This is an optimization exercise on Yosys and OpenROAD, whose aim is small area, a short achievable clock period and few clock cycles per item, not a production implementation. At most, simulation tests tie the RTL to the original design; equivalence was not proved. No activity file was given, so power comes from the tool's default toggle rates.

## job 7065
// csa_multiplier
module csa_multiplier (
    input  logic        clk,
    input  logic        rst_n,
    input  logic        in_valid,
    input  logic [15:0] x,
    input  logic [15:0] y,
    output logic        out_valid,
    output logic [31:0] product
);
Size: about 930 cells after synthesis, ~220 flip-flops, about 68 I/O pins, roughly 11000 um^2 of cells after synthesis.
export LEC_CHECK = 0
export CAP_MARGIN = 20
export CORE_MARGIN = 2
export CORE_UTILIZATION = 40
export CTS_CLUSTER_DIAMETER = 80
export CTS_CLUSTER_SIZE = 24
export SETUP_SLACK_MARGIN = 4.3
export SLEW_MARGIN = 20
create_clock -name core_clock -period 6.5 [get_ports {clk}]
standard.sh (not shown) runs the stock make flow with config.mk's settings and CLKGATE_MAP_FILE= SYNTH_SCRIPT=/design/flow/synth_recipe.tcl, a recipe that flattens the netlist after the stock synthesis.
==> flow/flow/run.sh <==
#!/bin/bash
# Own layout flow: the standard layout with two changes.
# 1. Synthesis: Yosys's synth runs with -noabc, so its early "abc -fast" pass
#    does not re-map the hand-written full/half adders before extract_fa maps
#    them to the library's fa/ha cells (no inverters between adders).
# 2. Port buffers: buffer_ports still gives every input and output port a
#    buffer, but uses the plain buffer named below instead of the delay cell
#    it picks by default.
# Everything else is the standard flow (standard.sh, ORFS make targets).
set -euo pipefail
here=$(pwd)
sed 's/yosys synth -nofsm -noshare /yosys synth -nofsm -noshare -noabc /' synth_recipe.tcl > noabc_synth.tcl
grep -q -- "-noabc" noabc_synth.tcl
export BUFFER_PORTS_ARGS="-buffer_cell sky130_fd_sc_hd__buf_1"
bash standard.sh SYNTH_SCRIPT="$here/noabc_synth.tcl" finish > "$here/flow_make.log" 2>&1
Testbench counts of job 7065, summed over its fixed seeds: cycles 12,024, items 12,000.
Here is what was changed in the inputs of job 1116 compared with job 7065.
--- a/flow/design.v
+++ b/flow/design.v
@@ -1171,43 +1171,43 @@
     assign p481 = c424 ^ s425;
     assign g482 = c424 & s425;
     assign p483 = c426 ^ s427;
     assign g484 = c426 & s427;
     assign p485 = t1_c31_0 ^ c428;
     assign g486 = t1_c31_0 & c428;
     assign w487 = t1_c1_0 ^ g430;
     assign w488 = (t1_c1_0 & g430);
     assign w489 = p433 ^ g432;
-    assign w490 = g434 | (p433 & t1_c4_2 & s325);
+    assign w490 = g434 | (p433 & g432);
     assign w491 = p437 ^ g436;
-    assign w492 = g438 | (p437 & c328 & s329);
+    assign w492 = g438 | (p437 & g436);
     assign w493 = p441 ^ g440;
-    assign w494 = g442 | (p441 & c332 & s333);
+    assign w494 = g442 | (p441 & g440);
     assign w495 = p445 ^ g444;
-    assign w496 = g446 | (p445 & s339 & s341);
+    assign w496 = g446 | (p445 & g444);
     assign w497 = p449 ^ g448;
-    assign w498 = g450 | (p449 & c346 & s349);
+    assign w498 = g450 | (p449 & g448);
     assign w499 = p453 ^ g452;
-    assign w500 = g454 | (p453 & s359 & s361);
+    assign w500 = g454 | (p453 & g452);
     assign w501 = p457 ^ g456;
-    assign w502 = g458 | (p457 & c368 & s373);
+    assign w502 = g458 | (p457 & g456);
     assign w503 = p461 ^ g460;
-    assign w504 = g462 | (p461 & c380 & s385);
+    assign w504 = g462 | (p461 & g460);
     assign w505 = p465 ^ g464;
-    assign w506 = g466 | (p465 & c392 & s397);
+    assign w506 = g466 | (p465 & g464);
     assign w507 = p469 ^ g468;
-    assign w508 = g470 | (p469 & c402 & s407);
+    assign w508 = g470 | (p469 & g468);
     assign w509 = p473 ^ g472;
-    assign w510 = g474 | (p473 & c412 & s415);
+    assign w510 = g474 | (p473 & g472);
     assign w511 = p477 ^ g476;
-    assign w512 = g478 | (p477 & c418 & s419);
+    assign w512 = g478 | (p477 & g476);
     assign w513 = p481 ^ g480;
-    assign w514 = g482 | (p481 & c422 & s423);
+    assign w514 = g482 | (p481 & g480);
     assign w515 = p485 ^ g484;
     always_ff @(posedge clk) begin
         t1_c0_0 <= bp1;
         t1_c0_1 <= b_neg[0];
         t1_c1_0 <= bp2;
         t1_c2_0 <= s161;
         t1_c3_0 <= s163;
         t1_c4_0 <= bp37;
         t1_c4_1 <= s165;
[summary]
Reported for job 7065 and job 1116, flip-flop and latch count turned out identical to the last digit.
Going from job 7065 to job 1116, share of the final layout cell area in sequential cells grows by 0.67 points.
Job 1116: area growth from synthesis to layout is 0.25 points higher than what job 7065 reported.
Summary of job 1116 over job 7065: count of standard-cell rows went down 1.7%, power went down 0.00051 W, detailed-route vias per instance went down about 1.4%, effective utilization at floorplan went up 0.34 points.
Job 1116 against job 7065: placeable core region now sits lower; wire length after detailed routing now sits lower.
Only the layout flow was run in job 1116; the RTL was not checked for function there.


== run F ==
csa_multiplier with an RTL version that a note above also has.
Size in the first run: ~890 cells after synthesis, about 220 flip-flops, roughly 11000 sq um of cells after synthesis.
Design csa_multiplier, start of the top module:
module csa_multiplier (
    input  logic        clk,
    input  logic        rst_n,
    input  logic        in_valid,
    input  logic [15:0] x,
    input  logic [15:0] y,
    output logic        out_valid,
    output logic [31:0] product
);
clock: 6.5 ns
lec_check: 0
cap_margin: 20
core_margin: 2
core_utilization: 40
cts_cluster_diameter: 80
cts_cluster_size: 24
setup_slack_margin: 4.25
slew_margin: 20
Scripts as last shown in full above: flow/flow/run.sh
--- input diff run F..run D ---
--- a/flow/design.v
+++ b/flow/design.v
@@ -1169,47 +1169,47 @@
     assign p479 = c422 ^ s423;
     assign g480 = c422 & s423;
     assign p481 = c424 ^ s425;
     assign g482 = c424 & s425;
     assign p483 = c426 ^ s427;
     assign g484 = c426 & s427;
     assign p485 = t1_c31_0 ^ c428;
     assign g486 = t1_c31_0 & c428;
     assign w487 = t1_c1_0 ^ g430;
     assign w488 = (t1_c1_0 & g430);
     assign w489 = p433 ^ g432;
-    assign w490 = g434 | (p433 & g432);
+    assign w490 = g434 | (p433 & t1_c4_2 & s325);
     assign w491 = p437 ^ g436;
-    assign w492 = g438 | (p437 & g436);
+    assign w492 = g438 | (p437 & c328 & s329);
     assign w493 = p441 ^ g440;
-    assign w494 = g442 | (p441 & g440);
+    assign w494 = g442 | (p441 & c332 & s333);
     assign w495 = p445 ^ g444;
-    assign w496 = g446 | (p445 & g444);
+    assign w496 = g446 | (p445 & s339 & s341);
     assign w497 = p449 ^ g448;
-    assign w498 = g450 | (p449 & g448);
+    assign w498 = g450 | (p449 & c346 & s349);
     assign w499 = p453 ^ g452;
-    assign w500 = g454 | (p453 & g452);
+    assign w500 = g454 | (p453 & s359 & s361);
     assign w501 = p457 ^ g456;
-    assign w502 = g458 | (p457 & g456);
+    assign w502 = g458 | (p457 & c368 & s373);
     assign w503 = p461 ^ g460;
-    assign w504 = g462 | (p461 & g460);
+    assign w504 = g462 | (p461 & c380 & s385);
     assign w505 = p465 ^ g464;
-    assign w506 = g466 | (p465 & g464);
+    assign w506 = g466 | (p465 & c392 & s397);
     assign w507 = p469 ^ g468;
-    assign w508 = g470 | (p469 & g468);
+    assign w508 = g470 | (p469 & c402 & s407);
     assign w509 = p473 ^ g472;
-    assign w510 = g474 | (p473 & g472);
+    assign w510 = g474 | (p473 & c412 & s415);
     assign w511 = p477 ^ g476;
-    assign w512 = g478 | (p477 & g476);
+    assign w512 = g478 | (p477 & c418 & s419);
     assign w513 = p481 ^ g480;
-    assign w514 = g482 | (p481 & g480);
+    assign w514 = g482 | (p481 & c422 & s423);
     assign w515 = p485 ^ g484;
     always_ff @(posedge clk) begin
         t1_c0_0 <= bp1;
         t1_c0_1 <= b_neg[0];
         t1_c1_0 <= bp2;
         t1_c2_0 <= s161;
         t1_c3_0 <= s163;
         t1_c4_0 <= bp37;
         t1_c4_1 <= s165;
         t1_c4_2 <= c164;
         t1_c5_0 <= c166;
## What came out
Summary — total net switching power, run D relative to run F: higher, by 11%.
Against run F, total wire length after detailed routing in run D rose by a few percent.
Run D vs run F: number of cells upsized or downsized after cts up
What run D reported for met1 wire length has to be multiplied by 0.936 to get the figure for run F.
Measured against run D, the count of inverters other than clock inverters in the layout of run F comes out at 1.06 times the reference value.
Testbench counts of run D, summed over its fixed seeds: cycles 12,024, items 12,000.
Only the layout flow was run in run F; the RTL was not checked for function there.

static timing again, ports no longer ideal:
The flow's constraints put no driver on any port. The routed layouts listed below were extracted and timed again, unchanged, in two steps. Step 1 sets driving cells, clkbuf_16 on the clock port and buf_2 on the other inputs (assumed; they add their load-dependent delay and slew). Step 2 adds t to the input delays and takes it off the output delays; t is the mean of the earliest and latest rising clock arrival at the registers after step 1. Input paths then give back, and output paths get back, about the clock's delay inside the block. Three values: ideal ports, drivers, drivers and shift; two values: the first two.
run | t (ns) | setup WS [ns] | slew at the worst register clock pin (ns) | worst slew at a driven data input, ns
job 7065 | 0.520 | 4.244 / 4.238 / 4.244 | 0.09 / 0.09 | 0.03
job 1116 | 0.533 | 4.110 / 4.110 / 4.110 | 0.10 / 0.10 | 0.04
run F | 0.526 | 4.108 / 4.108 / 4.108 | 0.09 / 0.09 | 0.04
run D | 0.526 | 4.252 / 4.228 / 4.252 | 0.09 / 0.09 | 0.03
After both steps every run listed still meets setup and hold.
